This design comes from an exercise in tuning for small area, a short achievable clock period and few clock cycles per item on the open sky130 flow, not from production work.
Only simulation tests tie the RTL to the original design; equivalence was not proved.

## fp_alu_seq
module fp_alu_seq #(
   parameter int EXP_W = 8,
   parameter int MAN_W = 23
) (
   input  logic                   clk,
   input  logic                   rst,
   input  logic                   in_valid,
   output logic                   in_ready,
   input  logic [2:0]             op,
   input  logic [EXP_W+MAN_W:0]   a,
   input  logic [EXP_W+MAN_W:0]   b,
   output logic                   out_valid,
   input  logic                   out_ready,
   output logic [EXP_W+MAN_W:0]   result,
   output logic [3:0]             flags
);
clock: 11.0 ns
lec_check: 0
abc_area: 1
cap_margin: 20
core_margin: 2
core_utilization: 50
gpl_routability_driven: 0
setup_slack_margin: 4
slew_margin: 20
standard.sh (not shown) runs the stock make flow with config.mk's settings and CLKGATE_MAP_FILE= SYNTH_SCRIPT=/design/flow/synth_recipe.tcl, a recipe that flattens the netlist after the stock synthesis.
==> flow/flow/run.sh <==
#!/bin/bash
# Own flow: the standard layout (standard.sh), except that synthesis runs without
# the full/half-adder extraction (ADDER_MAP_FILE empty), so that ABC maps the adders
# itself. Registers, floorplan, power grid, placement, CTS and routing are the standard ones.
set -euo pipefail
bash standard.sh ADDER_MAP_FILE= synth > synth.log 2>&1
bash standard.sh finish > layout.log 2>&1
The baseline passed the timing, DRC and antenna checks.
Testbench counts at the start, summed over its fixed seeds: cycles 3,617, items 3,000.
Edit:
--- a/flow/config.mk
+++ b/flow/config.mk
@@ -8 +7,0 @@
-export ABC_AREA = 1
@@ -11,2 +10 @@
-export CORE_UTILIZATION = 50
-export GPL_ROUTABILITY_DRIVEN = 0
+export CORE_UTILIZATION = 40
Sequential share of layout area went down by 3.3 points.
Hold slack improved by 7.2 ps.
Wire length came out higher by 8.2%.
Via count rises by 1.8%.
Non-clock buffer count goes up by 314.
Design area grows by 15%.
Edit:
--- a/flow/config.mk
+++ b/flow/config.mk
@@ -7,0 +8 @@
+export ABC_AREA = 1
@@ -12,0 +14 @@
+export TNS_END_PERCENT = 0
The changed run completed without violations; utilization falls by 3.6 points; hold slack is worse by 4.3 ps; wire length falls by 6.1%; die area falls by 5.6%; synthesized area falls by 5.7%; count of clock-buffer cells in the layout rises by 1; design area falls by 13%; cell count rises by 10%; non-clock buffer count falls by 320.
Edit:
--- a/flow/config.mk
+++ b/flow/config.mk
@@ -8,0 +9 @@
+export ABC_CLOCK_PERIOD_IN_PS = 5000
@@ -14 +14,0 @@
-export TNS_END_PERCENT = 0
Hold slack barely changes.
Design area is higher by 1.7%.
Routed wire length climbs by 0.76%.
Setup slack is better by 310 ps.
Clock skew barely changes.
Global-route usage rises by 0.24 points.
Edit:
--- a/flow/config.mk
+++ b/flow/config.mk
@@ -13 +13 @@
-export SETUP_SLACK_MARGIN = 4
+export SETUP_SLACK_MARGIN = 5
First-iteration DRC count rose by roughly a tenth.
Via count goes up by a few percent.
Clock skew climbs by 13 ps.
Core utilization grows by 5.6 points.
Wire length increases by a little under a tenth.
Register-to-register slack gains 170 ps.
Clock-buffer cell count increases by 3.
Setup slack gets better by 88 ps.
Area after synthesis stays the same.

========
Setup of fjord:
fp_alu_seq, a different RTL version from the one above (not shown whole).
For scale: roughly 440 flip-flops.
export LEC_CHECK = 0
export ABC_AREA = 1
export ABC_CLOCK_PERIOD_IN_PS = 5000
export CAP_MARGIN = 20
export CORE_MARGIN = 2
export CORE_UTILIZATION = 40
export SETUP_SLACK_MARGIN = 5
export SLEW_MARGIN = 20
create_clock -name core_clock -period 11.0 [get_ports {clk}]
run.sh (not shown) runs the stock make flow with config.mk's settings and CLKGATE_MAP_FILE= SYNTH_SCRIPT=/design/flow/synth_recipe.tcl, a recipe that flattens the netlist after the stock synthesis.
Stock flow here: none of the scripts above is used.
fjord: done, clean on timing, DRC and antenna
Testbench counts of fjord, summed over its fixed seeds: cycles 5,138, items 3,000.
> inputs changed (fjord -> zinc)
==> flow/flow/run.sh (new file) <==
#!/bin/bash
# Own flow: the standard layout (standard.sh), except that synthesis runs without
# the full/half-adder extraction (ADDER_MAP_FILE empty), so that ABC maps the adders
# itself. Registers, floorplan, power grid, placement, CTS and routing are the standard ones.
set -euo pipefail
bash standard.sh ADDER_MAP_FILE= synth > synth.log 2>&1
bash standard.sh finish > layout.log 2>&1
==> flow/standard.sh (new file) <==
#!/bin/bash
# synth_recipe.tcl (not shown) runs the flow's synth.tcl, then flattens the netlist and writes it again
# the make line also repeats each setting of config.mk as NAME=value (left out here)
make -C /OpenROAD-flow-scripts/flow DESIGN_CONFIG=/design/flow/config.mk WORK_HOME=/design/flow/orfs CLKGATE_MAP_FILE= SYNTH_SCRIPT=/design/flow/synth_recipe.tcl "${@:-finish}"
removed: flow/run.sh
[summary]
zinc did not stop at any stage, and its layout met the timing, DRC and antenna checks. fjord completed every stage of the flow, and the final layout passed the timing, DRC and antenna checks. Average wire per cell in the routed design: zinc vs fjord down 3.1 um. Re post-synthesis cell type count: fjord was higher than zinc. Cmp zinc vs fjord: sequential share of layout area higher in zinc. In the tables for fjord and zinc, setup slack reads higher with zinc. Die area sits higher in zinc than in fjord. Of the two values seen for worst setup path startpoint, dwc[22]$_DFFE_PP_ was produced by fjord and out_ready by zinc. Between fjord and zinc, largest fanout on the critical path decreased.

========
## indigo
RTL: one of the versions met above, not the one the previous note started from.
Size: roughly 7400 cells after synthesis, about 470 flip-flops, roughly 110 I/O pins.
// fp_alu_seq
module fp_alu_seq #(
   parameter int EXP_W = 8,
   parameter int MAN_W = 23
) (
   input  logic                   clk,
   input  logic                   rst,
   input  logic                   in_valid,
   output logic                   in_ready,
   input  logic [2:0]             op,
   input  logic [EXP_W+MAN_W:0]   a,
   input  logic [EXP_W+MAN_W:0]   b,
   output logic                   out_valid,
   input  logic                   out_ready,
   output logic [EXP_W+MAN_W:0]   result,
   output logic [3:0]             flags
);
   localparam logic [2:0] OP_SUB = 3'b001;
   localparam logic [2:0] OP_MUL = 3'b010;
   localparam logic [2:0] OP_DIV = 3'b011;
   localparam int         XST    = 2;    
   logic        v0, st0;
   logic [2:0]  op0;
   logic [31:0] a0, b0;
   logic        v1, add1, mul1, div1, s1;
   logic [9:0]  e1;
   logic [26:0] xa1;
   logic [27:0] xb1;
   logic        xc1;
   logic        sp1, spn1, spi1, sps1, nv1, dz1;
   logic        v2, div2, s2, z2;
   logic [9:0]  e2;
   logic [22:0] f2;
   logic        sp2, spn2, spi2, sps2, nv2, dz2;
   logic        dbusy;
   logic [2:0]  dcnt;
   logic [26:0] dws, dwc;
   logic [24:0] dq, dqm;
   logic [23:0] dd;
   logic        hv;           
   logic [26:0] hws, hwc;
   logic [24:0] hq;
   logic adv, adv0, accept, consume, dfree, start_in, start_r0, div0, dfin, dstep;
   assign div0     = (op0 == OP_DIV);
   assign out_valid = v2 && (!div2 || hv);
   assign adv      = !v2 || (out_ready && (!div2 || hv));
   assign consume  = v2 && div2 && adv;
   assign dfin     = dbusy && (dcnt == 3'd1) && (!hv || consume);
   assign dstep    = dbusy && ((dcnt > 3'd1) || dfin);
   assign dfree    = !dbusy || dfin;
   assign start_r0 = v0 && div0 && !st0 && dfree;
   assign adv0     = adv && (!div0 || (st0 && ({1'b0, dcnt} <= 4'(2 + XST))));
   assign in_ready = !v0 || adv0;
   assign accept   = in_valid && in_ready;
   assign start_in = accept && (op == OP_DIV) && dfree;
   logic       sa, sb, sb_eff, sx;
   logic [7:0] ea, eb;
   logic       za, zb, ia, ib, na, nb;
  ...
clock: 11.0 ns
lec_check: 0
abc_area: 1
cap_margin: 5
core_margin: 2
core_utilization: 50
setup_slack_margin: 4
slew_margin: 5
standard.sh (not shown) runs the stock make flow with config.mk's settings and CLKGATE_MAP_FILE= SYNTH_SCRIPT=/design/flow/synth_recipe.tcl, a recipe that flattens the netlist after the stock synthesis.
==> flow/flow/run.sh <==
#!/bin/bash
# Own flow: the standard layout (standard.sh), except that synthesis runs without
# the full/half-adder extraction (ADDER_MAP_FILE empty), so that ABC maps the adders
# itself. Registers, floorplan, power grid, placement, CTS and routing are the standard ones.
set -euo pipefail
bash standard.sh ADDER_MAP_FILE= synth > synth.log 2>&1
bash standard.sh finish > layout.log 2>&1
Testbench counts of indigo, summed over its fixed seeds: cycles 3,617, items 3,000.
diff inputs: indigo => juniper
Settings: CAP_MARGIN now 20, was 5; SLEW_MARGIN now 20, was 5.
Notes after the runs:
On final cell count, juniper and indigo are basically level.
Overall track demand over capacity in global routing came out exactly the same in juniper and indigo.
--- input diff juniper..nickel ---
Settings: SETUP_SLACK_MARGIN: 4 -> 4.5; CORE_UTILIZATION: 50 -> 40.
### Flow results
nickel against juniper: area after synthesis ~0 delta, filler-free cell count of the finished design increased by about 6% relative to the old numbers, area added between synthesis and finish grew by 12 points, transition time of the tightest slew-check pin moved down. When nickel is measured against juniper, its overall global routing resource usage turns out 6.7 points lower. End of the critical path = result[19]: juniper; end of the critical path = hws[9]: nickel.
#### Input delta (xenon over nickel)
Settings: SETUP_SLACK_MARGIN now 3.5, was 4.5.
Findings:
The wire length of the first global-routing pass of xenon is lower than that of nickel. For cell count after placement, xenon and nickel come out practically identical. The higher sequential fraction of total cell area came out of xenon. Taking xenon as 1.0, nickel lands at 1.07 on wire length reported by the detailed router. Hold slack for xenon: 0.029 ns up relative to nickel. xenon vs nickel on time the final worst path needs with I/O delays and setup: xenon is the higher one. Destination of the critical timing path: result[15] -> xenon, hws[9] -> nickel.

==> afterwards: timing with drivers on the ports <==
No port has a modelled driver above. Below, the same layouts with a new extraction and two added sets of constraints. Step 1 sets driving cells, clkbuf_16 on the clock port and buf_2 on the other inputs (assumed; they add their load-dependent delay and slew). Step 2 also shifts input and output timing later by t, the mid clock arrival at the registers, as if the neighbouring blocks saw the same clock. Slacks: ideal / step 1 / step 2; pairs: ideal / step 1.
run	t (ns)	setup WS [ns]	latest minus earliest clock arrival (ns)	slew at the worst register clock pin (ns)	cell pins on the clock port's net
the first run of note 1	0.724	4.124 / 4.054 / 3.961	0.052 / 0.051	0.07 / 0.07	1
the second run of note 1	0.674	1.740 / 1.669 / 2.196	0.053 / 0.053	0.07 / 0.07	1
the third run of note 1	0.697	3.877 / 3.808 / 3.931	0.026 / 0.025	0.07 / 0.07	1
the fourth run of note 1	0.695	4.183 / 4.116 / 4.233	0.023 / 0.023	0.07 / 0.07	1
the fifth run of note 1	0.702	4.271 / 4.199 / 4.445	0.036 / 0.036	0.07 / 0.07	1
fjord	0.701	4.112 / 4.112 / 4.091	0.041 / 0.041	0.07 / 0.07	1
zinc	0.673	5.041 / 5.016 / 4.702	0.050 / 0.050	0.07 / 0.07	1
indigo	0.715	4.197 / 4.119 / 3.878	0.061 / 0.061	0.07 / 0.07	1
juniper	0.715	4.197 / 4.119 / 3.878	0.061 / 0.061	0.07 / 0.07	1
nickel	0.690	4.261 / 4.237 / 4.261	0.035 / 0.035	0.07 / 0.07	1
xenon	0.690	3.721 / 3.654 / 3.793	0.046 / 0.046	0.07 / 0.07	1
After both steps every run listed still meets setup and hold. The setup slack of zinc, which loses most, moves by -0.025 ns with the drivers and by -0.339 ns with both steps.
